From an optimization exercise on the open Yosys and OpenROAD flow, aimed at small area and a short achievable clock period; shortcuts taken in it are not production practice. Only simulation tests tie the RTL to the original design; equivalence was not proved. The clock cells of this run come from the design's own scripts or RTL, not from TritonCTS. The clock port is modelled as an ideal driver, which makes a skipped or thinned clock tree look cheaper than it is; a real chip needs a root buffer or a tree. Power figures rest on the tool's default switching activity, not on a simulated workload.

`config.mk`:
```
export PLATFORM = sky130hd
export DESIGN_NAME = kws_preprocess_top
export DESIGN_NICKNAME = kws_preprocess_top
export VERILOG_FILES = /design/flow/design.v
export SDC_FILE = /design/flow/constraint.sdc
export NUM_CORES = 4
export LEC_CHECK = 0
export CAP_MARGIN = 20
export CORE_MARGIN = 2
export CORE_UTILIZATION = 60
export SLEW_MARGIN = 20
```
`constraint.sdc`:
```
create_clock -name core_clock -period 10.0 [get_ports {hclk0}]
set_input_delay 2.0000 -clock core_clock [delete_from_list [all_inputs] [get_ports {hclk0}]]
set_output_delay 2.0000 -clock core_clock [all_outputs]
set_load 0.01 [all_outputs]
```
`standard.sh`:
```
#!/bin/bash
# synth_recipe.tcl (not shown) runs the flow's synth.tcl, then flattens the netlist and writes it again
# the make line also repeats each setting of config.mk as NAME=value (left out here)
make -C /OpenROAD-flow-scripts/flow DESIGN_CONFIG=/design/flow/config.mk WORK_HOME=/design/flow/orfs CLKGATE_MAP_FILE= SYNTH_SCRIPT=/design/flow/synth_recipe.tcl "${@:-finish}"
```
`flow/manual_cts.tcl`:
```
# Hook sourced before clock_tree_synthesis (PRE_CTS_TCL): replaces TritonCTS
# with a two-level clock tree. The clock port drives NROOT root buffers (one
# per region of the core); each root drives the leaf buffers of its region,
# and each leaf buffer drives a cluster of about equal size of nearby flops.
rename clock_tree_synthesis tritoncts_clock_tree_synthesis

proc kws_split {items key n} {
  # split items ({x y ...} lists) into n groups of about equal size by key
  set s [lsort -real -index $key $items]
  set len [llength $s]
  set out {}
  for {set i 0} {$i < $n} {incr i} {
    set a [expr {($i * $len) / $n}]
    set b [expr {(($i + 1) * $len) / $n - 1}]
    lappend out [lrange $s $a $b]
  }
  return $out
}

proc kws_centroid {items} {
  set sx 0.0; set sy 0.0
  foreach it $items { set sx [expr {$sx + [lindex $it 0]}]; set sy [expr {$sy + [lindex $it 1]}] }
  set n [llength $items]
  return [list [expr {int($sx / $n)}] [expr {int($sy / $n)}]]
}

proc clock_tree_synthesis {args} {
  set rx [expr {[info exists ::env(KWS_ROOT_X)] ? $::env(KWS_ROOT_X) : 2}]
  set ry [expr {[info exists ::env(KWS_ROOT_Y)] ? $::env(KWS_ROOT_Y) : 2}]
  set lx [expr {[info exists ::env(KWS_LEAF_X)] ? $::env(KWS_LEAF_X) : 3}]
  set ly [expr {[info exists ::env(KWS_LEAF_Y)] ? $::env(KWS_LEAF_Y) : 5}]
  set root_cell [expr {[info exists ::env(KWS_ROOT_CELL)] ? $::env(KWS_ROOT_CELL) : "sky130_fd_sc_hd__clkbuf_16"}]
  set leaf_cell [expr {[info exists ::env(KWS_LEAF_CELL)] ? $::env(KWS_LEAF_CELL) : "sky130_fd_sc_hd__clkbuf_16"}]
  set db [ord::get_db]
  set block [ord::get_db_block]
  set clk [$block findNet hclk0]
  $clk setSigType CLOCK
  set rmaster [$db findMaster $root_cell]
  set lmaster [$db findMaster $leaf_cell]
  # sinks: every instance pin on the clock net
  set sinks {}
  foreach it [$clk getITerms] {
    set xy [$it getAvgXY]
    if {[lindex $xy 0] == 0} {
      set inst [$it getInst]
      set bb [$inst getBBox]
      set xy [list 1 [expr {([$bb xMin] + [$bb xMax]) / 2}] [expr {([$bb yMin] + [$bb yMax]) / 2}]]
    }
    lappend sinks [list [lindex $xy 1] [lindex $xy 2] $it]
  }
  puts "manual cts: [llength $sinks] sinks, roots ${rx}x${ry}, leaves per root ${lx}x${ly}"
  set r 0; set l 0
  foreach col [kws_split $sinks 0 $rx] {
    foreach region [kws_split $col 1 $ry] {
      set rname "clkroot_$r"
      set rnet [odb::dbNet_create $block "${rname}_net"]
      $rnet setSigType CLOCK
      set leaves {}
      foreach lcol [kws_split $region 0 $lx] {
        foreach cl [kws_split $lcol 1 $ly] {
          if {[llength $cl] == 0} continue
          set c [kws_centroid $cl]
          set lname "clkleaf_$l"
          set linst [odb::dbInst_create $block $lmaster $lname]
          $linst setLocation [lindex $c 0] [lindex $c 1]
          $linst setPlacementStatus PLACED
          set lnet [odb::dbNet_create $block "${lname}_net"]
          $lnet setSigType CLOCK
          foreach s $cl {
            set it [lindex $s 2]
            $it disconnect
            $it connect $lnet
          }
          [$linst findITerm X] connect $lnet
          [$linst findITerm A] connect $rnet
          lappend leaves [list [lindex $c 0] [lindex $c 1]]
          incr l
        }
      }
      set c [kws_centroid $leaves]
      set rinst [odb::dbInst_create $block $rmaster $rname]
      $rinst setLocation [lindex $c 0] [lindex $c 1]
      $rinst setPlacementStatus PLACED
      [$rinst findITerm X] connect $rnet
      [$rinst findITerm A] connect $clk
      incr r
    }
  }
  puts "manual cts: $r roots, $l leaves"
  global_connect
  set_propagated_clock [all_clocks]
}
```
`flow/run.sh`:
```
#!/bin/bash
# Standard layout with two changes:
#  - the clock tree is built by flow/manual_cts.tcl (sourced as the PRE_CTS_TCL
#    hook; it takes the place of TritonCTS): a balanced two-level tree of
#    clkbuf_16, four roots on the clock port, each driving the leaf buffers of
#    one quarter of the core;
#  - timing repair is aimed below the clock period: repair_timing works on
#    every path with less than SETUP_SLACK_MARGIN slack.
set -euo pipefail
bash standard.sh SETUP_SLACK_MARGIN=7.0 PRE_CTS_TCL="$PWD/flow/manual_cts.tcl" finish > standard_flow.log 2>&1
```
`design.v`:
```
`timescale 1ns/100ps
package kws_pre_pkg;
  typedef logic [31:0]        word_t;          
  typedef logic signed [15:0] sample_t;        
  typedef logic [11:0]        addr_t;          
  localparam int unsigned n_coef     = 64;     
  localparam int unsigned coef_idx_w = 6;
  localparam int unsigned fifo_depth = 8;      
  localparam int unsigned fifo_ptr_w = 3;      
  localparam int unsigned count_w    = 4;      
  localparam int unsigned shift_w    = 4;
  typedef logic [coef_idx_w-1:0] coef_idx_t;
  typedef logic [count_w-1:0]    count_t;
  localparam addr_t ctrl_addr   = 12'h000;
  localparam addr_t status_addr = 12'h004;
  localparam addr_t data_addr   = 12'h008;     
  localparam addr_t result_addr = 12'h00C;     
  typedef struct packed {
    logic      wr_ctrl;
    logic      wr_data;
    logic      wr_coef;
    logic      rd_ctrl;
    logic      rd_status;
    logic      rd_result;
    coef_idx_t coef_idx;
  } reg_acc_t;
  typedef struct packed {
    logic               enable;
    logic [shift_w-1:0] shift;
    coef_idx_t          frame_len;
  } pre_cfg_t;
  typedef struct packed {
    sample_t value;
    logic    last;    
  } result_t;
endpackage
`timescale 1ns/100ps
module ahb_slave_port (
  input  logic                  hclk0,
  input  logic                  hrst_b0,
  input  logic                  hsel,
  input  logic [11:0]           haddr,
  input  logic [1:0]            htrans,
  input  logic                  hwrite,
  input  logic                  hready_in,
  output kws_pre_pkg::reg_acc_t reg_acc
);
  logic accept;      
  logic wr, rd;
  always_comb begin
    accept = hsel & hready_in & htrans[1];
    wr     = accept & hwrite;
    rd     = accept & ~hwrite;
  end
  always_ff @(posedge hclk0 or negedge hrst_b0) begin
    if (!hrst_b0) begin
      reg_acc.wr_ctrl   <= 1'b0;
      reg_acc.wr_data   <= 1'b0;
      reg_acc.wr_coef   <= 1'b0;
      reg_acc.rd_result <= 1'b0;
    end else begin
      reg_acc.wr_ctrl   <= wr & (haddr == kws_pre_pkg::ctrl_addr);
      reg_acc.wr_data   <= wr & (haddr == kws_pre_pkg::data_addr);
      reg_acc.wr_coef   <= wr & (haddr[11:8] == 4'h1);
      reg_acc.rd_result <= rd & (haddr == kws_pre_pkg::result_addr);
    end
  end
  always_ff @(posedge hclk0) begin
    reg_acc.rd_ctrl   <= rd & (haddr == kws_pre_pkg::ctrl_addr);
    reg_acc.rd_status <= rd & (haddr == kws_pre_pkg::status_addr);
    reg_acc.coef_idx  <= haddr[7:2];
  end
endmodule
`timescale 1ns/100ps
module pre_regs (
  input  logic                   hclk0,
  input  logic                   hrst_b0,
  input  kws_pre_pkg::reg_acc_t  reg_acc,
  input  logic [31:0]            hwdata,
  output kws_pre_pkg::word_t     hrdata,
  output kws_pre_pkg::pre_cfg_t  cfg,
  output logic                   sample_push,
  input  logic                   in_full,
  input  kws_pre_pkg::count_t    in_count,
  output logic                   result_pop,
  input  kws_pre_pkg::result_t   result,
  input  kws_pre_pkg::count_t    out_count,
  input  logic                   out_empty
);
  logic               overflow_q;     
  kws_pre_pkg::word_t rd_word;
  always_comb begin
    sample_push = reg_acc.wr_data & ~in_full;               
    result_pop  = reg_acc.rd_result & ~out_empty;
  end
  always_ff @(posedge hclk0 or negedge hrst_b0) begin
    if (!hrst_b0) begin
      cfg        <= '0;
      overflow_q <= 1'b0;
    end else begin
      if (reg_acc.wr_ctrl) begin
        cfg.enable    <= hwdata[0];
        cfg.shift     <= hwdata[7:4];
        cfg.frame_len <= hwdata[21:16];
      end
      if (reg_acc.wr_data && in_full) begin
        overflow_q <= 1'b1;
      end else if (reg_acc.wr_ctrl && hwdata[1]) begin
        overflow_q <= 1'b0;                                 
      end
    end
  end
  always_comb begin
    rd_word = '0;
    if (reg_acc.rd_ctrl) begin
      rd_word[0]     = cfg.enable;
      rd_word[7:4]   = cfg.shift;
      rd_word[21:16] = cfg.frame_len;
    end
    if (reg_acc.rd_status) begin
      rd_word[3:0]   = in_count;
      rd_word[11:8]  = out_count;
      rd_word[16]    = overflow_q;
    end
    if (reg_acc.rd_result && !out_empty) begin
      rd_word[31]    = 1'b1;
      rd_word[30]    = result.last;
      rd_word[29:0]  = {{14{result.value[15]}}, result.value};    
    end
  end
  always_ff @(posedge hclk0) begin
    hrdata <= rd_word;
  end
endmodule
`timescale 1ns/100ps
module coef_ram (
  input  logic                   hclk0,
  input  logic                   wr_en,
  input  kws_pre_pkg::coef_idx_t wr_index,
  input  kws_pre_pkg::sample_t   wr_value,
  input  logic [7:0]             rd_lo,       
  input  logic [7:0]             rd_hi,       
  output kws_pre_pkg::sample_t   rd_value
);
  kws_pre_pkg::sample_t mem [kws_pre_pkg::n_coef];
  kws_pre_pkg::sample_t grp [8];
  always_ff @(posedge hclk0) begin
    if (wr_en) begin
      mem[wr_index] <= wr_value;
    end
  end
  always_comb begin
    rd_value = '0;
    for (int h = 0; h < 8; h++) begin
      grp[h] = '0;
      for (int l = 0; l < 8; l++) begin
        grp[h] = grp[h] | (mem[8*h+l] & {16{rd_lo[l]}});
      end
      rd_value = rd_value | (grp[h] & {16{rd_hi[h]}});
    end
  end
endmodule
`timescale 1ns/100ps
module stream_fifo #(
  parameter int unsigned width = 16
) (
  input  logic                hclk0,
  input  logic                hrst_b0,
  input  logic                push,
  input  logic [width-1:0]    push_data,
  input  logic                pop,
  output logic [width-1:0]    pop_data,
  output logic                full,
  output logic                empty,
  output kws_pre_pkg::count_t count
);
  logic [width-1:0]                     mem [kws_pre_pkg::fifo_depth];
  logic [kws_pre_pkg::fifo_ptr_w-1:0]   wr_ptr;
  logic [kws_pre_pkg::fifo_depth-1:0]   rd_sel;       
  always_ff @(posedge hclk0 or negedge hrst_b0) begin
    if (!hrst_b0) begin
      wr_ptr <= '0;
      rd_sel <= 8'h01;
      count  <= '0;
    end else begin
      if (push) begin
        wr_ptr <= wr_ptr + 1'b1;
      end
      if (pop) begin
        rd_sel <= {rd_sel[6:0], rd_sel[7]};
      end
      if (push != pop) begin
        count <= push ? count + 1'b1 : count - 1'b1;
      end
    end
  end
  always_ff @(posedge hclk0) begin
    if (push) begin
      mem[wr_ptr] <= push_data;
    end
  end
  always_comb begin
    pop_data = '0;
    for (int i = 0; i < kws_pre_pkg::fifo_depth; i++) begin
      pop_data = pop_data | (mem[i] & {width{rd_sel[i]}});
    end
    full     = count[3];                                
    empty    = (count == '0);
  end
endmodule
module result_queue (
  input  logic                 hclk0,
  input  logic                 hrst_b0,
  input  logic                 push,
  input  logic [15:0]          push_value,
  input  logic                 push_fits,
  input  logic                 push_sign,
  input  logic                 push_last,
  input  logic                 pop,
  output kws_pre_pkg::result_t pop_data,
  output logic                 empty,
  output kws_pre_pkg::count_t  count
);
  logic [16:0]          mem [kws_pre_pkg::fifo_depth];    
  logic [2:0]           wr_ptr;
  logic [7:0]           rd_sel;       
  logic [16:0]          head;
  logic                 st_valid;
  logic [2:0]           st_ptr;
  logic [15:0]          st_shifted;
  logic                 st_fits;
  logic                 st_sign;
  logic                 st_last;
  logic [15:0]          st_value;
  logic [16:0]          st_data;
  always_ff @(posedge hclk0 or negedge hrst_b0) begin
    if (!hrst_b0) begin
      wr_ptr   <= '0;
      rd_sel   <= 8'h01;
      count    <= '0;
      st_valid <= 1'b0;
    end else begin
      st_valid <= push;
      if (push) begin
        wr_ptr <= wr_ptr + 1'b1;
      end
      if (pop) begin
        rd_sel <= {rd_sel[6:0], rd_sel[7]};
      end
      if (push != pop) begin
        count <= push ? count + 1'b1 : count - 1'b1;
      end
    end
  end
  always_comb begin
    if (st_fits) begin
      st_value = st_shifted;
    end else begin
      st_value = st_sign ? 16'h8000 : 16'h7FFF;
    end
    st_data = {st_value, st_last};
  end
  always_ff @(posedge hclk0) begin
    st_shifted <= push_value;
    st_fits    <= push_fits;
    st_sign    <= push_sign;
    st_last    <= push_last;
    st_ptr     <= wr_ptr;
    if (st_valid) begin
      mem[st_ptr] <= st_data;
    end
  end
  always_comb begin
    head = '0;
    for (int i = 0; i < 8; i++) begin
      head = head | (mem[i] & {17{rd_sel[i]}});
    end
    pop_data = (st_valid && rd_sel[st_ptr]) ? st_data : head;
    empty    = (count == '0);
  end
endmodule
`timescale 1ns/100ps
module window_engine (
  input  logic                   hclk0,
  input  logic                   hrst_b0,
  input  kws_pre_pkg::pre_cfg_t  cfg,
  input  kws_pre_pkg::sample_t   in_data,
  input  logic                   in_empty,
  output logic                   in_pop,
  output logic [7:0]             coef_lo,
  output logic [7:0]             coef_hi,
  input  kws_pre_pkg::sample_t   coef_value,
  input  logic                   result_pop,
  output logic                   out_push,
  output logic [15:0]            out_shift_val,
  output logic                   out_fits,
  output logic                   out_sign,
  output logic                   out_last
);
  logic [7:0]             fi_lo;
  logic [7:0]             fi_hi;
  logic                   frame_end;
  kws_pre_pkg::count_t    occupancy;    
  logic                   s1_valid;
  kws_pre_pkg::sample_t   s1_sample;
  logic [7:0]             s1_neg, s1_one, s1_two;
  logic                   s1_last;
  logic [31:0]            pp_sum, pp_carry;
  logic                   s2_valid;
  logic [31:0]            s2_sum, s2_carry;
  logic [3:0]             s2_shift;
  logic                   s2_last;
  logic [31:0]            product;
  logic [15:0]            keep;         
  always_comb begin
    frame_end = fi_lo[cfg.frame_len[2:0]] & fi_hi[cfg.frame_len[5:3]];
    in_pop    = cfg.enable & ~in_empty & ~occupancy[3];
    coef_lo   = fi_lo;
    coef_hi   = fi_hi;
  end
  always_ff @(posedge hclk0 or negedge hrst_b0) begin
    if (!hrst_b0) begin
      fi_lo    <= 8'h01;
      fi_hi    <= 8'h01;
      s1_valid  <= 1'b0;
      s2_valid  <= 1'b0;
      occupancy <= '0;
    end else begin
      if (in_pop != result_pop) begin
        occupancy <= in_pop ? occupancy + 1'b1 : occupancy - 1'b1;
      end
      s1_valid <= in_pop;
      s2_valid <= s1_valid;
      if (!cfg.enable || (in_pop && frame_end)) begin
        fi_lo <= 8'h01;
        fi_hi <= 8'h01;
      end else if (in_pop) begin
        fi_lo <= {fi_lo[6:0], fi_lo[7]};
        if (fi_lo[7]) begin
          fi_hi <= {fi_hi[6:0], fi_hi[7]};
        end
      end
    end
  end
  always_ff @(posedge hclk0) begin
    s1_sample <= in_data;
    for (int i = 0; i < 8; i++) begin
      s1_neg[i] <= coef_value[2*i+1];
      s1_one[i] <= coef_value[2*i] ^ ((i == 0) ? 1'b0 : coef_value[2*i-1]);
      s1_two[i] <= ( coef_value[2*i+1] & ~coef_value[2*i] & ~((i == 0) ? 1'b0 : coef_value[2*i-1])) |
                   (~coef_value[2*i+1] &  coef_value[2*i] &  ((i == 0) ? 1'b0 : coef_value[2*i-1]));
    end
    s1_last   <= frame_end;
    s2_sum    <= pp_sum;
    s2_carry  <= pp_carry;
    s2_shift  <= cfg.shift;
    s2_last   <= s1_last;
  end
  kws_mul_csa u_mul (
    .x       (s1_sample),
    .neg_i   (s1_neg),
    .one_i   (s1_one),
    .two_i   (s1_two),
    .sum_o   (pp_sum),
    .carry_o (pp_carry)
  );
  always_comb begin
    product   = s2_sum + s2_carry;
    out_shift_val = 16'(product[30:0] >> s2_shift);    
    for (int j = 0; j < 16; j++) begin
      keep[j] = (j >= s2_shift) ? (product[15+j] ~^ product[31]) : 1'b1;
    end
    out_push  = s2_valid;
    out_fits  = &keep;                                   
    out_sign  = product[31];
    out_last  = s2_last;
  end
endmodule
module kws_mul_csa (
  input  logic [15:0] x,         
  input  logic [7:0]  neg_i,     
  input  logic [7:0]  one_i,
  input  logic [7:0]  two_i,
  output logic [31:0] sum_o,
  output logic [31:0] carry_o
);
  logic [7:0] neg, one, two;
  logic [16:0] pp0;
  logic [16:0] pp1;
  logic [16:0] pp2;
  logic [16:0] pp3;
  logic [16:0] pp4;
  logic [16:0] pp5;
  logic [16:0] pp6;
  logic [16:0] pp7;
  assign neg[0] = neg_i[0];
  assign one[0] = one_i[0];
  assign two[0] = two_i[0];
  assign pp0[0] = (one[0] & x[0]) ^ neg[0];
  assign pp0[1] = ((one[0] & x[1]) | (two[0] & x[0])) ^ neg[0];
  assign pp0[2] = ((one[0] & x[2]) | (two[0] & x[1])) ^ neg[0];
  assign pp0[3] = ((one[0] & x[3]) | (two[0] & x[2])) ^ neg[0];
  assign pp0[4] = ((one[0] & x[4]) | (two[0] & x[3])) ^ neg[0];
  assign pp0[5] = ((one[0] & x[5]) | (two[0] & x[4])) ^ neg[0];
  assign pp0[6] = ((one[0] & x[6]) | (two[0] & x[5])) ^ neg[0];
  assign pp0[7] = ((one[0] & x[7]) | (two[0] & x[6])) ^ neg[0];
  assign pp0[8] = ((one[0] & x[8]) | (two[0] & x[7])) ^ neg[0];
  assign pp0[9] = ((one[0] & x[9]) | (two[0] & x[8])) ^ neg[0];
  assign pp0[10] = ((one[0] & x[10]) | (two[0] & x[9])) ^ neg[0];
  assign pp0[11] = ((one[0] & x[11]) | (two[0] & x[10])) ^ neg[0];
  assign pp0[12] = ((one[0] & x[12]) | (two[0] & x[11])) ^ neg[0];
  assign pp0[13] = ((one[0] & x[13]) | (two[0] & x[12])) ^ neg[0];
  assign pp0[14] = ((one[0] & x[14]) | (two[0] & x[13])) ^ neg[0];
  assign pp0[15] = ((one[0] & x[15]) | (two[0] & x[14])) ^ neg[0];
  assign pp0[16] = ((one[0] & x[15]) | (two[0] & x[15])) ^ neg[0];
  assign neg[1] = neg_i[1];
  assign one[1] = one_i[1];
  assign two[1] = two_i[1];
  assign pp1[0] = (one[1] & x[0]) ^ neg[1];
  assign pp1[1] = ((one[1] & x[1]) | (two[1] & x[0])) ^ neg[1];
  assign pp1[2] = ((one[1] & x[2]) | (two[1] & x[1])) ^ neg[1];
  assign pp1[3] = ((one[1] & x[3]) | (two[1] & x[2])) ^ neg[1];
  assign pp1[4] = ((one[1] & x[4]) | (two[1] & x[3])) ^ neg[1];
  assign pp1[5] = ((one[1] & x[5]) | (two[1] & x[4])) ^ neg[1];
  assign pp1[6] = ((one[1] & x[6]) | (two[1] & x[5])) ^ neg[1];
  assign pp1[7] = ((one[1] & x[7]) | (two[1] & x[6])) ^ neg[1];
  assign pp1[8] = ((one[1] & x[8]) | (two[1] & x[7])) ^ neg[1];
  assign pp1[9] = ((one[1] & x[9]) | (two[1] & x[8])) ^ neg[1];
  assign pp1[10] = ((one[1] & x[10]) | (two[1] & x[9])) ^ neg[1];
  assign pp1[11] = ((one[1] & x[11]) | (two[1] & x[10])) ^ neg[1];
  assign pp1[12] = ((one[1] & x[12]) | (two[1] & x[11])) ^ neg[1];
  assign pp1[13] = ((one[1] & x[13]) | (two[1] & x[12])) ^ neg[1];
  assign pp1[14] = ((one[1] & x[14]) | (two[1] & x[13])) ^ neg[1];
  assign pp1[15] = ((one[1] & x[15]) | (two[1] & x[14])) ^ neg[1];
  assign pp1[16] = ((one[1] & x[15]) | (two[1] & x[15])) ^ neg[1];
  assign neg[2] = neg_i[2];
  assign one[2] = one_i[2];
  assign two[2] = two_i[2];
  assign pp2[0] = (one[2] & x[0]) ^ neg[2];
  assign pp2[1] = ((one[2] & x[1]) | (two[2] & x[0])) ^ neg[2];
  assign pp2[2] = ((one[2] & x[2]) | (two[2] & x[1])) ^ neg[2];
  assign pp2[3] = ((one[2] & x[3]) | (two[2] & x[2])) ^ neg[2];
  assign pp2[4] = ((one[2] & x[4]) | (two[2] & x[3])) ^ neg[2];
  assign pp2[5] = ((one[2] & x[5]) | (two[2] & x[4])) ^ neg[2];
  assign pp2[6] = ((one[2] & x[6]) | (two[2] & x[5])) ^ neg[2];
  assign pp2[7] = ((one[2] & x[7]) | (two[2] & x[6])) ^ neg[2];
  assign pp2[8] = ((one[2] & x[8]) | (two[2] & x[7])) ^ neg[2];
  assign pp2[9] = ((one[2] & x[9]) | (two[2] & x[8])) ^ neg[2];
  assign pp2[10] = ((one[2] & x[10]) | (two[2] & x[9])) ^ neg[2];
  assign pp2[11] = ((one[2] & x[11]) | (two[2] & x[10])) ^ neg[2];
  assign pp2[12] = ((one[2] & x[12]) | (two[2] & x[11])) ^ neg[2];
  assign pp2[13] = ((one[2] & x[13]) | (two[2] & x[12])) ^ neg[2];
  assign pp2[14] = ((one[2] & x[14]) | (two[2] & x[13])) ^ neg[2];
  assign pp2[15] = ((one[2] & x[15]) | (two[2] & x[14])) ^ neg[2];
  assign pp2[16] = ((one[2] & x[15]) | (two[2] & x[15])) ^ neg[2];
  assign neg[3] = neg_i[3];
  assign one[3] = one_i[3];
  assign two[3] = two_i[3];
  assign pp3[0] = (one[3] & x[0]) ^ neg[3];
  assign pp3[1] = ((one[3] & x[1]) | (two[3] & x[0])) ^ neg[3];
  assign pp3[2] = ((one[3] & x[2]) | (two[3] & x[1])) ^ neg[3];
  assign pp3[3] = ((one[3] & x[3]) | (two[3] & x[2])) ^ neg[3];
  assign pp3[4] = ((one[3] & x[4]) | (two[3] & x[3])) ^ neg[3];
  assign pp3[5] = ((one[3] & x[5]) | (two[3] & x[4])) ^ neg[3];
  assign pp3[6] = ((one[3] & x[6]) | (two[3] & x[5])) ^ neg[3];
  assign pp3[7] = ((one[3] & x[7]) | (two[3] & x[6])) ^ neg[3];
  assign pp3[8] = ((one[3] & x[8]) | (two[3] & x[7])) ^ neg[3];
  assign pp3[9] = ((one[3] & x[9]) | (two[3] & x[8])) ^ neg[3];
  assign pp3[10] = ((one[3] & x[10]) | (two[3] & x[9])) ^ neg[3];
  assign pp3[11] = ((one[3] & x[11]) | (two[3] & x[10])) ^ neg[3];
  assign pp3[12] = ((one[3] & x[12]) | (two[3] & x[11])) ^ neg[3];
  assign pp3[13] = ((one[3] & x[13]) | (two[3] & x[12])) ^ neg[3];
  assign pp3[14] = ((one[3] & x[14]) | (two[3] & x[13])) ^ neg[3];
  assign pp3[15] = ((one[3] & x[15]) | (two[3] & x[14])) ^ neg[3];
  assign pp3[16] = ((one[3] & x[15]) | (two[3] & x[15])) ^ neg[3];
  assign neg[4] = neg_i[4];
  assign one[4] = one_i[4];
  assign two[4] = two_i[4];
  assign pp4[0] = (one[4] & x[0]) ^ neg[4];
  assign pp4[1] = ((one[4] & x[1]) | (two[4] & x[0])) ^ neg[4];
  assign pp4[2] = ((one[4] & x[2]) | (two[4] & x[1])) ^ neg[4];
  assign pp4[3] = ((one[4] & x[3]) | (two[4] & x[2])) ^ neg[4];
  assign pp4[4] = ((one[4] & x[4]) | (two[4] & x[3])) ^ neg[4];
  assign pp4[5] = ((one[4] & x[5]) | (two[4] & x[4])) ^ neg[4];
  assign pp4[6] = ((one[4] & x[6]) | (two[4] & x[5])) ^ neg[4];
  assign pp4[7] = ((one[4] & x[7]) | (two[4] & x[6])) ^ neg[4];
  assign pp4[8] = ((one[4] & x[8]) | (two[4] & x[7])) ^ neg[4];
  assign pp4[9] = ((one[4] & x[9]) | (two[4] & x[8])) ^ neg[4];
  assign pp4[10] = ((one[4] & x[10]) | (two[4] & x[9])) ^ neg[4];
  assign pp4[11] = ((one[4] & x[11]) | (two[4] & x[10])) ^ neg[4];
  assign pp4[12] = ((one[4] & x[12]) | (two[4] & x[11])) ^ neg[4];
  assign pp4[13] = ((one[4] & x[13]) | (two[4] & x[12])) ^ neg[4];
  assign pp4[14] = ((one[4] & x[14]) | (two[4] & x[13])) ^ neg[4];
  assign pp4[15] = ((one[4] & x[15]) | (two[4] & x[14])) ^ neg[4];
  assign pp4[16] = ((one[4] & x[15]) | (two[4] & x[15])) ^ neg[4];
  assign neg[5] = neg_i[5];
  assign one[5] = one_i[5];
  assign two[5] = two_i[5];
  assign pp5[0] = (one[5] & x[0]) ^ neg[5];
  assign pp5[1] = ((one[5] & x[1]) | (two[5] & x[0])) ^ neg[5];
  assign pp5[2] = ((one[5] & x[2]) | (two[5] & x[1])) ^ neg[5];
  assign pp5[3] = ((one[5] & x[3]) | (two[5] & x[2])) ^ neg[5];
  assign pp5[4] = ((one[5] & x[4]) | (two[5] & x[3])) ^ neg[5];
  assign pp5[5] = ((one[5] & x[5]) | (two[5] & x[4])) ^ neg[5];
  assign pp5[6] = ((one[5] & x[6]) | (two[5] & x[5])) ^ neg[5];
  assign pp5[7] = ((one[5] & x[7]) | (two[5] & x[6])) ^ neg[5];
  assign pp5[8] = ((one[5] & x[8]) | (two[5] & x[7])) ^ neg[5];
  assign pp5[9] = ((one[5] & x[9]) | (two[5] & x[8])) ^ neg[5];
  assign pp5[10] = ((one[5] & x[10]) | (two[5] & x[9])) ^ neg[5];
  assign pp5[11] = ((one[5] & x[11]) | (two[5] & x[10])) ^ neg[5];
  assign pp5[12] = ((one[5] & x[12]) | (two[5] & x[11])) ^ neg[5];
  assign pp5[13] = ((one[5] & x[13]) | (two[5] & x[12])) ^ neg[5];
  assign pp5[14] = ((one[5] & x[14]) | (two[5] & x[13])) ^ neg[5];
  assign pp5[15] = ((one[5] & x[15]) | (two[5] & x[14])) ^ neg[5];
  assign pp5[16] = ((one[5] & x[15]) | (two[5] & x[15])) ^ neg[5];
  assign neg[6] = neg_i[6];
  assign one[6] = one_i[6];
  assign two[6] = two_i[6];
  assign pp6[0] = (one[6] & x[0]) ^ neg[6];
  assign pp6[1] = ((one[6] & x[1]) | (two[6] & x[0])) ^ neg[6];
  assign pp6[2] = ((one[6] & x[2]) | (two[6] & x[1])) ^ neg[6];
  assign pp6[3] = ((one[6] & x[3]) | (two[6] & x[2])) ^ neg[6];
  assign pp6[4] = ((one[6] & x[4]) | (two[6] & x[3])) ^ neg[6];
  assign pp6[5] = ((one[6] & x[5]) | (two[6] & x[4])) ^ neg[6];
  assign pp6[6] = ((one[6] & x[6]) | (two[6] & x[5])) ^ neg[6];
  assign pp6[7] = ((one[6] & x[7]) | (two[6] & x[6])) ^ neg[6];
  assign pp6[8] = ((one[6] & x[8]) | (two[6] & x[7])) ^ neg[6];
  assign pp6[9] = ((one[6] & x[9]) | (two[6] & x[8])) ^ neg[6];
  assign pp6[10] = ((one[6] & x[10]) | (two[6] & x[9])) ^ neg[6];
  assign pp6[11] = ((one[6] & x[11]) | (two[6] & x[10])) ^ neg[6];
  assign pp6[12] = ((one[6] & x[12]) | (two[6] & x[11])) ^ neg[6];
  assign pp6[13] = ((one[6] & x[13]) | (two[6] & x[12])) ^ neg[6];
  assign pp6[14] = ((one[6] & x[14]) | (two[6] & x[13])) ^ neg[6];
  assign pp6[15] = ((one[6] & x[15]) | (two[6] & x[14])) ^ neg[6];
  assign pp6[16] = ((one[6] & x[15]) | (two[6] & x[15])) ^ neg[6];
  assign neg[7] = neg_i[7];
  assign one[7] = one_i[7];
  assign two[7] = two_i[7];
  assign pp7[0] = (one[7] & x[0]) ^ neg[7];
  assign pp7[1] = ((one[7] & x[1]) | (two[7] & x[0])) ^ neg[7];
  assign pp7[2] = ((one[7] & x[2]) | (two[7] & x[1])) ^ neg[7];
  assign pp7[3] = ((one[7] & x[3]) | (two[7] & x[2])) ^ neg[7];
  assign pp7[4] = ((one[7] & x[4]) | (two[7] & x[3])) ^ neg[7];
  assign pp7[5] = ((one[7] & x[5]) | (two[7] & x[4])) ^ neg[7];
  assign pp7[6] = ((one[7] & x[6]) | (two[7] & x[5])) ^ neg[7];
  assign pp7[7] = ((one[7] & x[7]) | (two[7] & x[6])) ^ neg[7];
  assign pp7[8] = ((one[7] & x[8]) | (two[7] & x[7])) ^ neg[7];
  assign pp7[9] = ((one[7] & x[9]) | (two[7] & x[8])) ^ neg[7];
  assign pp7[10] = ((one[7] & x[10]) | (two[7] & x[9])) ^ neg[7];
  assign pp7[11] = ((one[7] & x[11]) | (two[7] & x[10])) ^ neg[7];
  assign pp7[12] = ((one[7] & x[12]) | (two[7] & x[11])) ^ neg[7];
  assign pp7[13] = ((one[7] & x[13]) | (two[7] & x[12])) ^ neg[7];
  assign pp7[14] = ((one[7] & x[14]) | (two[7] & x[13])) ^ neg[7];
  assign pp7[15] = ((one[7] & x[15]) | (two[7] & x[14])) ^ neg[7];
  assign pp7[16] = ((one[7] & x[15]) | (two[7] & x[15])) ^ neg[7];
  logic s0, c0;
  assign s0 = pp0[10] ^ pp1[8];
  assign c0 = pp0[10] & pp1[8];
  logic s1, c1;
  assign s1 = pp0[11] ^ pp1[9];
  assign c1 = pp0[11] & pp1[9];
  logic s2, c2;
  assign s2 = pp0[12] ^ pp1[10] ^ pp2[8];
  assign c2 = (pp0[12] & pp1[10]) | (pp0[12] & pp2[8]) | (pp1[10] & pp2[8]);
  logic s3, c3;
  assign s3 = pp3[6] ^ pp4[4];
  assign c3 = pp3[6] & pp4[4];
  logic s4, c4;
  assign s4 = pp0[13] ^ pp1[11] ^ pp2[9];
  assign c4 = (pp0[13] & pp1[11]) | (pp0[13] & pp2[9]) | (pp1[11] & pp2[9]);
  logic s5, c5;
  assign s5 = pp3[7] ^ pp4[5];
  assign c5 = pp3[7] & pp4[5];
  logic s6, c6;
  assign s6 = pp0[14] ^ pp1[12] ^ pp2[10];
  assign c6 = (pp0[14] & pp1[12]) | (pp0[14] & pp2[10]) | (pp1[12] & pp2[10]);
  logic s7, c7;
  assign s7 = pp3[8] ^ pp4[6] ^ pp5[4];
  assign c7 = (pp3[8] & pp4[6]) | (pp3[8] & pp5[4]) | (pp4[6] & pp5[4]);
  logic s8, c8;
  assign s8 = pp6[2] ^ pp7[0];
  assign c8 = pp6[2] & pp7[0];
  logic s9, c9;
  assign s9 = pp0[15] ^ pp1[13] ^ pp2[11];
  assign c9 = (pp0[15] & pp1[13]) | (pp0[15] & pp2[11]) | (pp1[13] & pp2[11]);
  logic s10, c10;
  assign s10 = pp3[9] ^ pp4[7] ^ pp5[5];
  assign c10 = (pp3[9] & pp4[7]) | (pp3[9] & pp5[5]) | (pp4[7] & pp5[5]);
  logic s11, c11;
  assign s11 = pp6[3] ^ pp7[1];
  assign c11 = pp6[3] & pp7[1];
  logic s12, c12;
  assign s12 = pp0[16] ^ pp1[14] ^ pp2[12];
  assign c12 = (pp0[16] & pp1[14]) | (pp0[16] & pp2[12]) | (pp1[14] & pp2[12]);
  logic s13, c13;
  assign s13 = pp3[10] ^ pp4[8] ^ pp5[6];
  assign c13 = (pp3[10] & pp4[8]) | (pp3[10] & pp5[6]) | (pp4[8] & pp5[6]);
  logic s14, c14;
  assign s14 = pp6[4] ^ pp7[2];
  assign c14 = pp6[4] & pp7[2];
  logic s15, c15;
  assign s15 = pp0[16] ^ pp1[15] ^ pp2[13];
  assign c15 = (pp0[16] & pp1[15]) | (pp0[16] & pp2[13]) | (pp1[15] & pp2[13]);
  logic s16, c16;
  assign s16 = pp3[11] ^ pp4[9] ^ pp5[7];
  assign c16 = (pp3[11] & pp4[9]) | (pp3[11] & pp5[7]) | (pp4[9] & pp5[7]);
  logic s17, c17;
  assign s17 = pp6[5] ^ pp7[3];
  assign c17 = pp6[5] & pp7[3];
  logic s18, c18;
  assign s18 = ~pp0[16] ^ ~pp1[16] ^ pp2[14];
  assign c18 = (~pp0[16] & ~pp1[16]) | (~pp0[16] & pp2[14]) | (~pp1[16] & pp2[14]);
  logic s19, c19;
  assign s19 = pp3[12] ^ pp4[10] ^ pp5[8];
  assign c19 = (pp3[12] & pp4[10]) | (pp3[12] & pp5[8]) | (pp4[10] & pp5[8]);
  logic s20, c20;
  assign s20 = pp6[6] ^ pp7[4];
  assign c20 = pp6[6] & pp7[4];
  logic s21, c21;
  assign s21 = 1'b1 ^ pp2[15] ^ pp3[13];
  assign c21 = (1'b1 & pp2[15]) | (1'b1 & pp3[13]) | (pp2[15] & pp3[13]);
  logic s22, c22;
  assign s22 = pp4[11] ^ pp5[9] ^ pp6[7];
  assign c22 = (pp4[11] & pp5[9]) | (pp4[11] & pp6[7]) | (pp5[9] & pp6[7]);
  logic s23, c23;
  assign s23 = ~pp2[16] ^ pp3[14] ^ pp4[12];
  assign c23 = (~pp2[16] & pp3[14]) | (~pp2[16] & pp4[12]) | (pp3[14] & pp4[12]);
  logic s24, c24;
  assign s24 = 1'b1 ^ pp3[15];
  assign c24 = 1'b1 & pp3[15];
  logic s25, c25;
  assign s25 = pp0[6] ^ pp1[4];
  assign c25 = pp0[6] & pp1[4];
  logic s26, c26;
  assign s26 = pp0[7] ^ pp1[5];
  assign c26 = pp0[7] & pp1[5];
  logic s27, c27;
  assign s27 = pp0[8] ^ pp1[6] ^ pp2[4];
  assign c27 = (pp0[8] & pp1[6]) | (pp0[8] & pp2[4]) | (pp1[6] & pp2[4]);
  logic s28, c28;
  assign s28 = pp3[2] ^ pp4[0];
  assign c28 = pp3[2] & pp4[0];
  logic s29, c29;
  assign s29 = pp0[9] ^ pp1[7] ^ pp2[5];
  assign c29 = (pp0[9] & pp1[7]) | (pp0[9] & pp2[5]) | (pp1[7] & pp2[5]);
  logic s30, c30;
  assign s30 = pp3[3] ^ pp4[1];
  assign c30 = pp3[3] & pp4[1];
  logic s31, c31;
  assign s31 = pp2[6] ^ pp3[4] ^ pp4[2];
  assign c31 = (pp2[6] & pp3[4]) | (pp2[6] & pp4[2]) | (pp3[4] & pp4[2]);
  logic s32, c32;
  assign s32 = pp5[0] ^ neg[5] ^ s0;
  assign c32 = (pp5[0] & neg[5]) | (pp5[0] & s0) | (neg[5] & s0);
  logic s33, c33;
  assign s33 = pp2[7] ^ pp3[5] ^ pp4[3];
  assign c33 = (pp2[7] & pp3[5]) | (pp2[7] & pp4[3]) | (pp3[5] & pp4[3]);
  logic s34, c34;
  assign s34 = pp5[1] ^ c0 ^ s1;
  assign c34 = (pp5[1] & c0) | (pp5[1] & s1) | (c0 & s1);
  logic s35, c35;
  assign s35 = pp5[2] ^ pp6[0] ^ neg[6];
  assign c35 = (pp5[2] & pp6[0]) | (pp5[2] & neg[6]) | (pp6[0] & neg[6]);
  logic s36, c36;
  assign s36 = c1 ^ s2 ^ s3;
  assign c36 = (c1 & s2) | (c1 & s3) | (s2 & s3);
  logic s37, c37;
  assign s37 = pp5[3] ^ pp6[1] ^ c2;
  assign c37 = (pp5[3] & pp6[1]) | (pp5[3] & c2) | (pp6[1] & c2);
  logic s38, c38;
  assign s38 = c3 ^ s4 ^ s5;
  assign c38 = (c3 & s4) | (c3 & s5) | (s4 & s5);
  logic s39, c39;
  assign s39 = neg[7] ^ c4 ^ c5;
  assign c39 = (neg[7] & c4) | (neg[7] & c5) | (c4 & c5);
  logic s40, c40;
  assign s40 = s6 ^ s7 ^ s8;
  assign c40 = (s6 & s7) | (s6 & s8) | (s7 & s8);
  logic s41, c41;
  assign s41 = c6 ^ c7 ^ c8;
  assign c41 = (c6 & c7) | (c6 & c8) | (c7 & c8);
  logic s42, c42;
  assign s42 = s9 ^ s10 ^ s11;
  assign c42 = (s9 & s10) | (s9 & s11) | (s10 & s11);
  logic s43, c43;
  assign s43 = c9 ^ c10 ^ c11;
  assign c43 = (c9 & c10) | (c9 & c11) | (c10 & c11);
  logic s44, c44;
  assign s44 = s12 ^ s13 ^ s14;
  assign c44 = (s12 & s13) | (s12 & s14) | (s13 & s14);
  logic s45, c45;
  assign s45 = c12 ^ c13 ^ c14;
  assign c45 = (c12 & c13) | (c12 & c14) | (c13 & c14);
  logic s46, c46;
  assign s46 = s15 ^ s16 ^ s17;
  assign c46 = (s15 & s16) | (s15 & s17) | (s16 & s17);
  logic s47, c47;
  assign s47 = c15 ^ c16 ^ c17;
  assign c47 = (c15 & c16) | (c15 & c17) | (c16 & c17);
  logic s48, c48;
  assign s48 = s18 ^ s19 ^ s20;
  assign c48 = (s18 & s19) | (s18 & s20) | (s19 & s20);
  logic s49, c49;
  assign s49 = pp7[5] ^ c18 ^ c19;
  assign c49 = (pp7[5] & c18) | (pp7[5] & c19) | (c18 & c19);
  logic s50, c50;
  assign s50 = c20 ^ s21 ^ s22;
  assign c50 = (c20 & s21) | (c20 & s22) | (s21 & s22);
  logic s51, c51;
  assign s51 = pp5[10] ^ pp6[8] ^ pp7[6];
  assign c51 = (pp5[10] & pp6[8]) | (pp5[10] & pp7[6]) | (pp6[8] & pp7[6]);
  logic s52, c52;
  assign s52 = c21 ^ c22 ^ s23;
  assign c52 = (c21 & c22) | (c21 & s23) | (c22 & s23);
  logic s53, c53;
  assign s53 = pp4[13] ^ pp5[11] ^ pp6[9];
  assign c53 = (pp4[13] & pp5[11]) | (pp4[13] & pp6[9]) | (pp5[11] & pp6[9]);
  logic s54, c54;
  assign s54 = pp7[7] ^ c23 ^ s24;
  assign c54 = (pp7[7] & c23) | (pp7[7] & s24) | (c23 & s24);
  logic s55, c55;
  assign s55 = ~pp3[16] ^ pp4[14] ^ pp5[12];
  assign c55 = (~pp3[16] & pp4[14]) | (~pp3[16] & pp5[12]) | (pp4[14] & pp5[12]);
  logic s56, c56;
  assign s56 = pp6[10] ^ pp7[8] ^ c24;
  assign c56 = (pp6[10] & pp7[8]) | (pp6[10] & c24) | (pp7[8] & c24);
  logic s57, c57;
  assign s57 = 1'b1 ^ pp4[15] ^ pp5[13];
  assign c57 = (1'b1 & pp4[15]) | (1'b1 & pp5[13]) | (pp4[15] & pp5[13]);
  logic s58, c58;
  assign s58 = pp6[11] ^ pp7[9];
  assign c58 = pp6[11] & pp7[9];
  logic s59, c59;
  assign s59 = ~pp4[16] ^ pp5[14] ^ pp6[12];
  assign c59 = (~pp4[16] & pp5[14]) | (~pp4[16] & pp6[12]) | (pp5[14] & pp6[12]);
  logic s60, c60;
  assign s60 = 1'b1 ^ pp5[15];
  assign c60 = 1'b1 & pp5[15];
  logic s61, c61;
  assign s61 = pp0[4] ^ pp1[2];
  assign c61 = pp0[4] & pp1[2];
  logic s62, c62;
  assign s62 = pp0[5] ^ pp1[3];
  assign c62 = pp0[5] & pp1[3];
  logic s63, c63;
  assign s63 = pp2[2] ^ pp3[0] ^ neg[3];
  assign c63 = (pp2[2] & pp3[0]) | (pp2[2] & neg[3]) | (pp3[0] & neg[3]);
  logic s64, c64;
  assign s64 = pp2[3] ^ pp3[1] ^ c25;
  assign c64 = (pp2[3] & pp3[1]) | (pp2[3] & c25) | (pp3[1] & c25);
  logic s65, c65;
  assign s65 = neg[4] ^ c26 ^ s27;
  assign c65 = (neg[4] & c26) | (neg[4] & s27) | (c26 & s27);
  logic s66, c66;
  assign s66 = c27 ^ c28 ^ s29;
  assign c66 = (c27 & c28) | (c27 & s29) | (c28 & s29);
  logic s67, c67;
  assign s67 = c29 ^ c30 ^ s31;
  assign c67 = (c29 & c30) | (c29 & s31) | (c30 & s31);
  logic s68, c68;
  assign s68 = c31 ^ c32 ^ s33;
  assign c68 = (c31 & c32) | (c31 & s33) | (c32 & s33);
  logic s69, c69;
  assign s69 = c33 ^ c34 ^ s35;
  assign c69 = (c33 & c34) | (c33 & s35) | (c34 & s35);
  logic s70, c70;
  assign s70 = c35 ^ c36 ^ s37;
  assign c70 = (c35 & c36) | (c35 & s37) | (c36 & s37);
  logic s71, c71;
  assign s71 = c37 ^ c38 ^ s39;
  assign c71 = (c37 & c38) | (c37 & s39) | (c38 & s39);
  logic s72, c72;
  assign s72 = c39 ^ c40 ^ s41;
  assign c72 = (c39 & c40) | (c39 & s41) | (c40 & s41);
  logic s73, c73;
  assign s73 = c41 ^ c42 ^ s43;
  assign c73 = (c41 & c42) | (c41 & s43) | (c42 & s43);
  logic s74, c74;
  assign s74 = c43 ^ c44 ^ s45;
  assign c74 = (c43 & c44) | (c43 & s45) | (c44 & s45);
  logic s75, c75;
  assign s75 = c45 ^ c46 ^ s47;
  assign c75 = (c45 & c46) | (c45 & s47) | (c46 & s47);
  logic s76, c76;
  assign s76 = c47 ^ c48 ^ s49;
  assign c76 = (c47 & c48) | (c47 & s49) | (c48 & s49);
  logic s77, c77;
  assign s77 = c49 ^ c50 ^ s51;
  assign c77 = (c49 & c50) | (c49 & s51) | (c50 & s51);
  logic s78, c78;
  assign s78 = c51 ^ c52 ^ s53;
  assign c78 = (c51 & c52) | (c51 & s53) | (c52 & s53);
  logic s79, c79;
  assign s79 = c53 ^ c54 ^ s55;
  assign c79 = (c53 & c54) | (c53 & s55) | (c54 & s55);
  logic s80, c80;
  assign s80 = c55 ^ c56 ^ s57;
  assign c80 = (c55 & c56) | (c55 & s57) | (c56 & s57);
  logic s81, c81;
  assign s81 = pp7[10] ^ c57 ^ c58;
  assign c81 = (pp7[10] & c57) | (pp7[10] & c58) | (c57 & c58);
  logic s82, c82;
  assign s82 = pp6[13] ^ pp7[11] ^ c59;
  assign c82 = (pp6[13] & pp7[11]) | (pp6[13] & c59) | (pp7[11] & c59);
  logic s83, c83;
  assign s83 = ~pp5[16] ^ pp6[14] ^ pp7[12];
  assign c83 = (~pp5[16] & pp6[14]) | (~pp5[16] & pp7[12]) | (pp6[14] & pp7[12]);
  logic s84, c84;
  assign s84 = 1'b1 ^ pp6[15];
  assign c84 = 1'b1 & pp6[15];
  logic s85, c85;
  assign s85 = pp0[2] ^ pp1[0];
  assign c85 = pp0[2] & pp1[0];
  logic s86, c86;
  assign s86 = pp0[3] ^ pp1[1];
  assign c86 = pp0[3] & pp1[1];
  logic s87, c87;
  assign s87 = pp2[0] ^ neg[2] ^ s61;
  assign c87 = (pp2[0] & neg[2]) | (pp2[0] & s61) | (neg[2] & s61);
  logic s88, c88;
  assign s88 = pp2[1] ^ c61 ^ s62;
  assign c88 = (pp2[1] & c61) | (pp2[1] & s62) | (c61 & s62);
  logic s89, c89;
  assign s89 = s25 ^ c62 ^ s63;
  assign c89 = (s25 & c62) | (s25 & s63) | (c62 & s63);
  logic s90, c90;
  assign s90 = s26 ^ c63 ^ s64;
  assign c90 = (s26 & c63) | (s26 & s64) | (c63 & s64);
  logic s91, c91;
  assign s91 = s28 ^ c64 ^ s65;
  assign c91 = (s28 & c64) | (s28 & s65) | (c64 & s65);
  logic s92, c92;
  assign s92 = s30 ^ c65 ^ s66;
  assign c92 = (s30 & c65) | (s30 & s66) | (c65 & s66);
  logic s93, c93;
  assign s93 = s32 ^ c66 ^ s67;
  assign c93 = (s32 & c66) | (s32 & s67) | (c66 & s67);
  logic s94, c94;
  assign s94 = s34 ^ c67 ^ s68;
  assign c94 = (s34 & c67) | (s34 & s68) | (c67 & s68);
  logic s95, c95;
  assign s95 = s36 ^ c68 ^ s69;
  assign c95 = (s36 & c68) | (s36 & s69) | (c68 & s69);
  logic s96, c96;
  assign s96 = s38 ^ c69 ^ s70;
  assign c96 = (s38 & c69) | (s38 & s70) | (c69 & s70);
  logic s97, c97;
  assign s97 = s40 ^ c70 ^ s71;
  assign c97 = (s40 & c70) | (s40 & s71) | (c70 & s71);
  logic s98, c98;
  assign s98 = s42 ^ c71 ^ s72;
  assign c98 = (s42 & c71) | (s42 & s72) | (c71 & s72);
  logic s99, c99;
  assign s99 = s44 ^ c72 ^ s73;
  assign c99 = (s44 & c72) | (s44 & s73) | (c72 & s73);
  logic s100, c100;
  assign s100 = s46 ^ c73 ^ s74;
  assign c100 = (s46 & c73) | (s46 & s74) | (c73 & s74);
  logic s101, c101;
  assign s101 = s48 ^ c74 ^ s75;
  assign c101 = (s48 & c74) | (s48 & s75) | (c74 & s75);
  logic s102, c102;
  assign s102 = s50 ^ c75 ^ s76;
  assign c102 = (s50 & c75) | (s50 & s76) | (c75 & s76);
  logic s103, c103;
  assign s103 = s52 ^ c76 ^ s77;
  assign c103 = (s52 & c76) | (s52 & s77) | (c76 & s77);
  logic s104, c104;
  assign s104 = s54 ^ c77 ^ s78;
  assign c104 = (s54 & c77) | (s54 & s78) | (c77 & s78);
  logic s105, c105;
  assign s105 = s56 ^ c78 ^ s79;
  assign c105 = (s56 & c78) | (s56 & s79) | (c78 & s79);
  logic s106, c106;
  assign s106 = s58 ^ c79 ^ s80;
  assign c106 = (s58 & c79) | (s58 & s80) | (c79 & s80);
  logic s107, c107;
  assign s107 = s59 ^ c80 ^ s81;
  assign c107 = (s59 & c80) | (s59 & s81) | (c80 & s81);
  logic s108, c108;
  assign s108 = s60 ^ c81 ^ s82;
  assign c108 = (s60 & c81) | (s60 & s82) | (c81 & s82);
  logic s109, c109;
  assign s109 = c60 ^ c82 ^ s83;
  assign c109 = (c60 & c82) | (c60 & s83) | (c82 & s83);
  logic s110, c110;
  assign s110 = pp7[13] ^ c83 ^ s84;
  assign c110 = (pp7[13] & c83) | (pp7[13] & s84) | (c83 & s84);
  logic s111, c111;
  assign s111 = ~pp6[16] ^ pp7[14] ^ c84;
  assign c111 = (~pp6[16] & pp7[14]) | (~pp6[16] & c84) | (pp7[14] & c84);
  logic s112, c112;
  assign s112 = 1'b1 ^ pp7[15];
  assign c112 = 1'b1 & pp7[15];
  assign sum_o[0] = pp0[0];
  assign carry_o[0] = neg[0];
  assign sum_o[1] = pp0[1];
  assign carry_o[1] = 1'b0;
  assign sum_o[2] = neg[1];
  assign carry_o[2] = s85;
  assign sum_o[3] = c85;
  assign carry_o[3] = s86;
  assign sum_o[4] = c86;
  assign carry_o[4] = s87;
  assign sum_o[5] = c87;
  assign carry_o[5] = s88;
  assign sum_o[6] = c88;
  assign carry_o[6] = s89;
  assign sum_o[7] = c89;
  assign carry_o[7] = s90;
  assign sum_o[8] = c90;
  assign carry_o[8] = s91;
  assign sum_o[9] = c91;
  assign carry_o[9] = s92;
  assign sum_o[10] = c92;
  assign carry_o[10] = s93;
  assign sum_o[11] = c93;
  assign carry_o[11] = s94;
  assign sum_o[12] = c94;
  assign carry_o[12] = s95;
  assign sum_o[13] = c95;
  assign carry_o[13] = s96;
  assign sum_o[14] = c96;
  assign carry_o[14] = s97;
  assign sum_o[15] = c97;
  assign carry_o[15] = s98;
  assign sum_o[16] = c98;
  assign carry_o[16] = s99;
  assign sum_o[17] = c99;
  assign carry_o[17] = s100;
  assign sum_o[18] = c100;
  assign carry_o[18] = s101;
  assign sum_o[19] = c101;
  assign carry_o[19] = s102;
  assign sum_o[20] = c102;
  assign carry_o[20] = s103;
  assign sum_o[21] = c103;
  assign carry_o[21] = s104;
  assign sum_o[22] = c104;
  assign carry_o[22] = s105;
  assign sum_o[23] = c105;
  assign carry_o[23] = s106;
  assign sum_o[24] = c106;
  assign carry_o[24] = s107;
  assign sum_o[25] = c107;
  assign carry_o[25] = s108;
  assign sum_o[26] = c108;
  assign carry_o[26] = s109;
  assign sum_o[27] = c109;
  assign carry_o[27] = s110;
  assign sum_o[28] = c110;
  assign carry_o[28] = s111;
  assign sum_o[29] = c111;
  assign carry_o[29] = s112;
  assign sum_o[30] = ~pp7[16];
  assign carry_o[30] = c112;
  assign sum_o[31] = 1'b1;
  assign carry_o[31] = 1'b0;
endmodule
`timescale 1ns/100ps
module kws_preprocess_top (
  input  logic                  hclk0,
  input  logic                  hrst_b0,
  input  logic                  hsel,
  input  logic [11:0]           haddr,
  input  logic [1:0]            htrans,
  input  logic                  hwrite,
  input  logic [31:0]           hwdata,
  input  logic                  hready_in,
  output logic [31:0]           hrdata
);
  kws_pre_pkg::reg_acc_t  reg_acc;
  kws_pre_pkg::pre_cfg_t  cfg;
  logic                   sample_push;
  logic                   in_full;
  logic                   in_empty;
  kws_pre_pkg::count_t    in_count;
  logic                   in_pop;
  kws_pre_pkg::sample_t   in_data;
  logic [7:0]             coef_lo;
  logic [7:0]             coef_hi;
  kws_pre_pkg::sample_t   coef_value;
  logic                   out_push;
  logic [15:0]            out_shift_val;
  logic                   out_fits;
  logic                   out_sign;
  logic                   out_last;
  logic                   result_pop;
  kws_pre_pkg::result_t   result;
  kws_pre_pkg::count_t    out_count;
  logic                   out_empty;
  ahb_slave_port u_port (
    .hclk0     (hclk0),
    .hrst_b0   (hrst_b0),
    .hsel      (hsel),
    .haddr     (haddr),
    .htrans    (htrans),
    .hwrite    (hwrite),
    .hready_in (hready_in),
    .reg_acc   (reg_acc)
  );
  pre_regs u_regs (
    .hclk0       (hclk0),
    .hrst_b0     (hrst_b0),
    .reg_acc     (reg_acc),
    .hwdata      (hwdata),
    .hrdata      (hrdata),
    .cfg         (cfg),
    .sample_push (sample_push),
    .in_full     (in_full),
    .in_count    (in_count),
    .result_pop  (result_pop),
    .result      (result),
    .out_count   (out_count),
    .out_empty   (out_empty)
  );
  coef_ram u_coef (
    .hclk0    (hclk0),
    .wr_en    (reg_acc.wr_coef),
    .wr_index (reg_acc.coef_idx),
    .wr_value (hwdata[15:0]),
    .rd_lo    (coef_lo),
    .rd_hi    (coef_hi),
    .rd_value (coef_value)
  );
  stream_fifo #(.width(16)) u_in_fifo (
    .hclk0     (hclk0),
    .hrst_b0   (hrst_b0),
    .push      (sample_push),
    .push_data (hwdata[15:0]),
    .pop       (in_pop),
    .pop_data  (in_data),
    .full      (in_full),
    .empty     (in_empty),
    .count     (in_count)
  );
  window_engine u_engine (
    .hclk0      (hclk0),
    .hrst_b0    (hrst_b0),
    .cfg        (cfg),
    .in_data    (in_data),
    .in_empty   (in_empty),
    .in_pop     (in_pop),
    .coef_lo    (coef_lo),
    .coef_hi    (coef_hi),
    .coef_value (coef_value),
    .result_pop (result_pop),
    .out_push   (out_push),
    .out_shift_val (out_shift_val),
    .out_fits   (out_fits),
    .out_sign   (out_sign),
    .out_last   (out_last)
  );
  result_queue u_out_fifo (
    .hclk0     (hclk0),
    .hrst_b0   (hrst_b0),
    .push       (out_push),
    .push_value (out_shift_val),
    .push_fits  (out_fits),
    .push_sign  (out_sign),
    .push_last  (out_last),
    .pop       (result_pop),
    .pop_data  (result),
    .empty     (out_empty),
    .count     (out_count)
  );
endmodule
```
==> summary.txt <==
==> how the worst min path moves through the flow <==
stage	start	slack, ps	depth (start not counted)	endpoint
finish	u_engine.s1_last	340	0	u_engine.s2_last
CTS	u_engine.s1_last	340	0	u_engine.s2_last
global route	u_engine.s1_last	350	0	u_engine.s2_last
global placement	u_engine.s1_last	320	0	u_engine.s2_last
floorplan	u_engine.s1_last	310	0	u_engine.s2_last
detailed placement	u_engine.s1_last	320	0	u_engine.s2_last
==> flip-flops by register name (all words and copies together) (netlist names), 11 cells and up <==
| signal | count |
|---|---|
| u_coef.mem | 1024 |
| u_out_fifo.mem | 136 |
| u_in_fifo.mem | 128 |
| u_engine.s2_sum | 31 |
| u_engine.s2_carry | 30 |
| u_regs.hrdata | 24 |
| u_engine.s1_sample | 16 |
| u_out_fifo.st_shifted | 16 |
| u_port.reg_acc | 12 |
| u_regs.cfg | 11 |
==> cells in the mapped netlist (7+ instances only) <==
master / n / area (sq um)
dfxtp_1: 161 / 3220
xor2_1: 81 / 709
fa_1: 88 / 1760
buf_1: 39 / 146
nor4_1: 9 / 56.3
and4_1: 11 / 96.3
a211oi_1: 9 / 67.6
buf_4: 8 / 60.1
nand4_1: 141 / 882
inv_1: 102 / 383
a221oi_1: 19 / 166
a31oi_1: 7 / 43.8
a21oi_1: 83 / 415
nand2b_1: 11 / 68.8
nor2_1: 111 / 417
mux2_2: 26 / 293
nor3_1: 20 / 100
o21ai_0: 47 / 235
nand2_1: 144 / 541
a21o_1: 28 / 210
edfxtp_1: 1288 / 38700
a41oi_1: 29 / 254
clkbuf_1: 255 / 957
mux2i_1: 37 / 370
a22o_1: 45 / 394
nand3_1: 26 / 130
xnor2_1: 111 / 972
dfrtp_1: 65 / 1630
ha_1: 59 / 738
o211ai_1: 16 / 120
a31o_2: 9 / 78.8
a22oi_1: 759 / 5700
nor2b_1: 14 / 87.6
mux4_2: 19 / 428
==> metrics by stage <==
step           instances  power [mW]
3_3_place_gp        5239        7.11
4_1_cts             5339        9.87
5_1_grt             5398        10.1
2_1_floorplan       3969        7.01
6_report            5399        9.84
3_5_place_dp        5239        7.12
==> layer usage <==
metal / vias up / global-route usage [%]
met5: - / 0
met3: 302 / 2.80
met1: 18405 / 40.0
li1: 15655 / -
met4: 4 / 10.7
met2: 1856 / 53.8
==> kinds of logic after synthesis <==
logic type | Yosys count | synth area share [%]
flip-flops | 1518 | 71.3
XOR/XNOR | 193 | 2.77
AO/OA/AOI/OAI | 1099 | 13.2
buffers and inverters | 412 | 2.60
multiplexers | 82 | 1.78
AND/OR/NAND/NOR | 517 | 4.25
adder cells (fa/ha/maj) | 148 | 4.10
==> cell type report <==
class / count / area share [%]
tap: 1368 / 2.55
sequential: 1518 / 65.2
buffer: 64 / 2.38
multi-input combinational: 2039 / 25.5
timing repair buffer: 304 / 3.71
inverter: 105 / 0.592
antenna: 1 / 0.00373
==> power by group <==
part | internal, mW | switching [mW] | total, mW
logic | 0.0275 | 0.107 | 0.135
registers | 6.83 | 0.00803 | 6.84
clock network | 1.14 | 1.72 | 2.86
total | 8.00 | 1.84 | 9.84
==> cell usage in the layout, fill, tap and decap left out, types with 62 or more instances in the layout <==
cell type | Yosys | final
a21oi_1 | 83 | 62
a22oi_1 | 759 | 739
buf_4 | 8 | 200
clkbuf_16 | 0 | 64
dfxtp_1 | 161 | 109
edfxtp_1 | 1288 | 1288
fa_1 | 88 | 83
inv_1 | 102 | 101
nand2_1 | 144 | 141
nand4_1 | 141 | 141
nor2_1 | 111 | 106
xnor2_1 | 111 | 100
xor2_1 | 81 | 68
==> what timing repair did <==
| item | in CTS | in global routing |
|---|---|---|
| setup buffers | 36 | 59 |
| gates cloned | 0 | 0 |
| endpoints found under the setup margin | 116 | 71 |
| gates resized for setup | 352 | 107 |
| pin swaps | 43 | 41 |
| endpoints found under the hold margin | 0 | 0 |
==> summary.txt <==
- Final GP Congestion: 0.887
- Largest net degree at the start of global routing: ~120
- Layout cells sized above 1: 15.6%
- Number of port buffers: 71
- Final WS setup: between 6000 and 7000 ps
- Area growth, synth to finish: 9.67%
- Final Skew: approximately 35 ps
- P_leak: 21.6 nW
- WL met1: 61.9 mm
- DR WL met2: approximately 83 mm
- CP arrival: 3540 ps
- Worst min-delay path category: flip-flop to flip-flop
- Slowest stage delay, CP: 410 ps
- Worst-skew pair later-pin latency: 500 ps
- Final core area utilization: 66.2%
- CP cell instances: ha_4 -> a31oi_4 -> o21ai_2 -> a311o_2 -> a41oi_4 -> a31o_4 -> o41a_4 -> buf_4 -> xnor2_1 -> maj3_1 -> a21oi_2 -> nor4b_4
- Synth unique cells: 79
- Syn Area/Cell: 15.4 sq um
- First-pass GRT wire length: 234 mm
- Vert. Die Dim: ~320 um
- CP Capture Point: u_out_fifo.st_fits
- Warnings from Yosys: 7
- Post-DP Area: approximately 64000 sq um
- Core area: 101000 sq um
- Top_reg_cell synth: edfxtp_1
- Mapped Nets: 4167
- Grt ovf: 0
- Hold Buf Count CTS: 0
- Ports: 83
- Routed vias/inst: around 6.7
- Routed WL: 164 mm
- Die ar.: 105000 sq um
- Worst rel slew slack: 26.4%
- DP Worst Slack: about 6200 ps
- Register Area: ~44000 sq um
- Crit start category: flip-flop
- Worst reg2reg path depth: 12
- CP Class: flip-flop to flip-flop
- R2R Setup Slk: 6860 ps
- CP Max Fanout: 7
- CP endpoint kind: flip-flop
- Worst r2r src: u_engine.s2_sum[2]
- Slew @ Worst Pin: 1100 ps
- Initial Util: 60.4%
- Multi-input gate area: 17200 sq um
- Outcome: complete, no violations
- Post-route cell area: 67200 sq um
- Fin nets: roughly 4200
- Power Density: 147 nW/um^2
- Post-route minimum period: 3140 ps
- Cell family with most CP delay: compound AO/OA/AOI/OAI gates
- Final period utilization: a little under a third
- CP max-delay cell: o41a_4
- Mapped Area: 61200 sq um
- RSZ-0062 raised after global routing: true
- Avg WL per Cell: a little over 30 um
- Synth Instances: about 4000
- GR Util All Layers: 30.5%
- DIE WIDTH: 323 um
- # fillers: 7064
- Initial DRC Count: between 4000 and 5000
- Path length in cells of the critical path: 12
- Final setup viols: 0
- Setup TNS: 0 ps
- Final Max Slew Viols: 0
- Pre-antenna DRT Iters: 6
- Final number of hold-violating endpoints: 0
- Routed Antenna Nets: 0
- Async set or reset register ratio after synthesis: 4.55%
- FMAX: ~320 MHz
- Max-cap violations: 0
- Met3 wire len: 12.7 mm
- Sequential area share after synthesis: 71.3%
- Worst hold slack: 339 ps
- Vias: 36222
- Vias in the first global route: 35628
- R2R Path End: u_out_fifo.st_fits
- Std cell rows: 117
- Worst EP required: ~10000 ps
- Synthesized flop and latch total: 1518
- DRC: 0
- CP startpoint: u_engine.s2_sum[2]
- CTS clk-pin slew, worst paths: approximately 100 ps
- Dpl hpwl: 93.7 mm
- VDD IR max: ~0.00018 V
- Antenna violations before repair: 5
- Buf+Inv Stages, Crit Path: 1
- Post-synth EDFFs: 1288
- Top sig layer: met5

-- static timing again, ports no longer ideal --
Ports are ideal in the flow. The routed layout listed here was re-timed in OpenROAD. Step 1 assumes that a clkbuf_16 drives the clock port and a buf_2 every other input. Step 2, shift: input delay + t, output delay - t, t = (earliest + latest rising clock arrival at the registers) / 2. This alone moves slack from input paths to output paths. Three values: ideal, step 1, step 2; two values: the first two.
t (ns): 0.640
setup WS [ns]: 6.858 / 6.755 / 6.680
clock arrival spread, ns: 0.035 / 0.036
cell pins on the clock port's net: 4
After both steps this run still meets setup and hold. For this run, drivers alone change the setup slack by -0.103 ns; drivers and shift together by -0.178 ns.
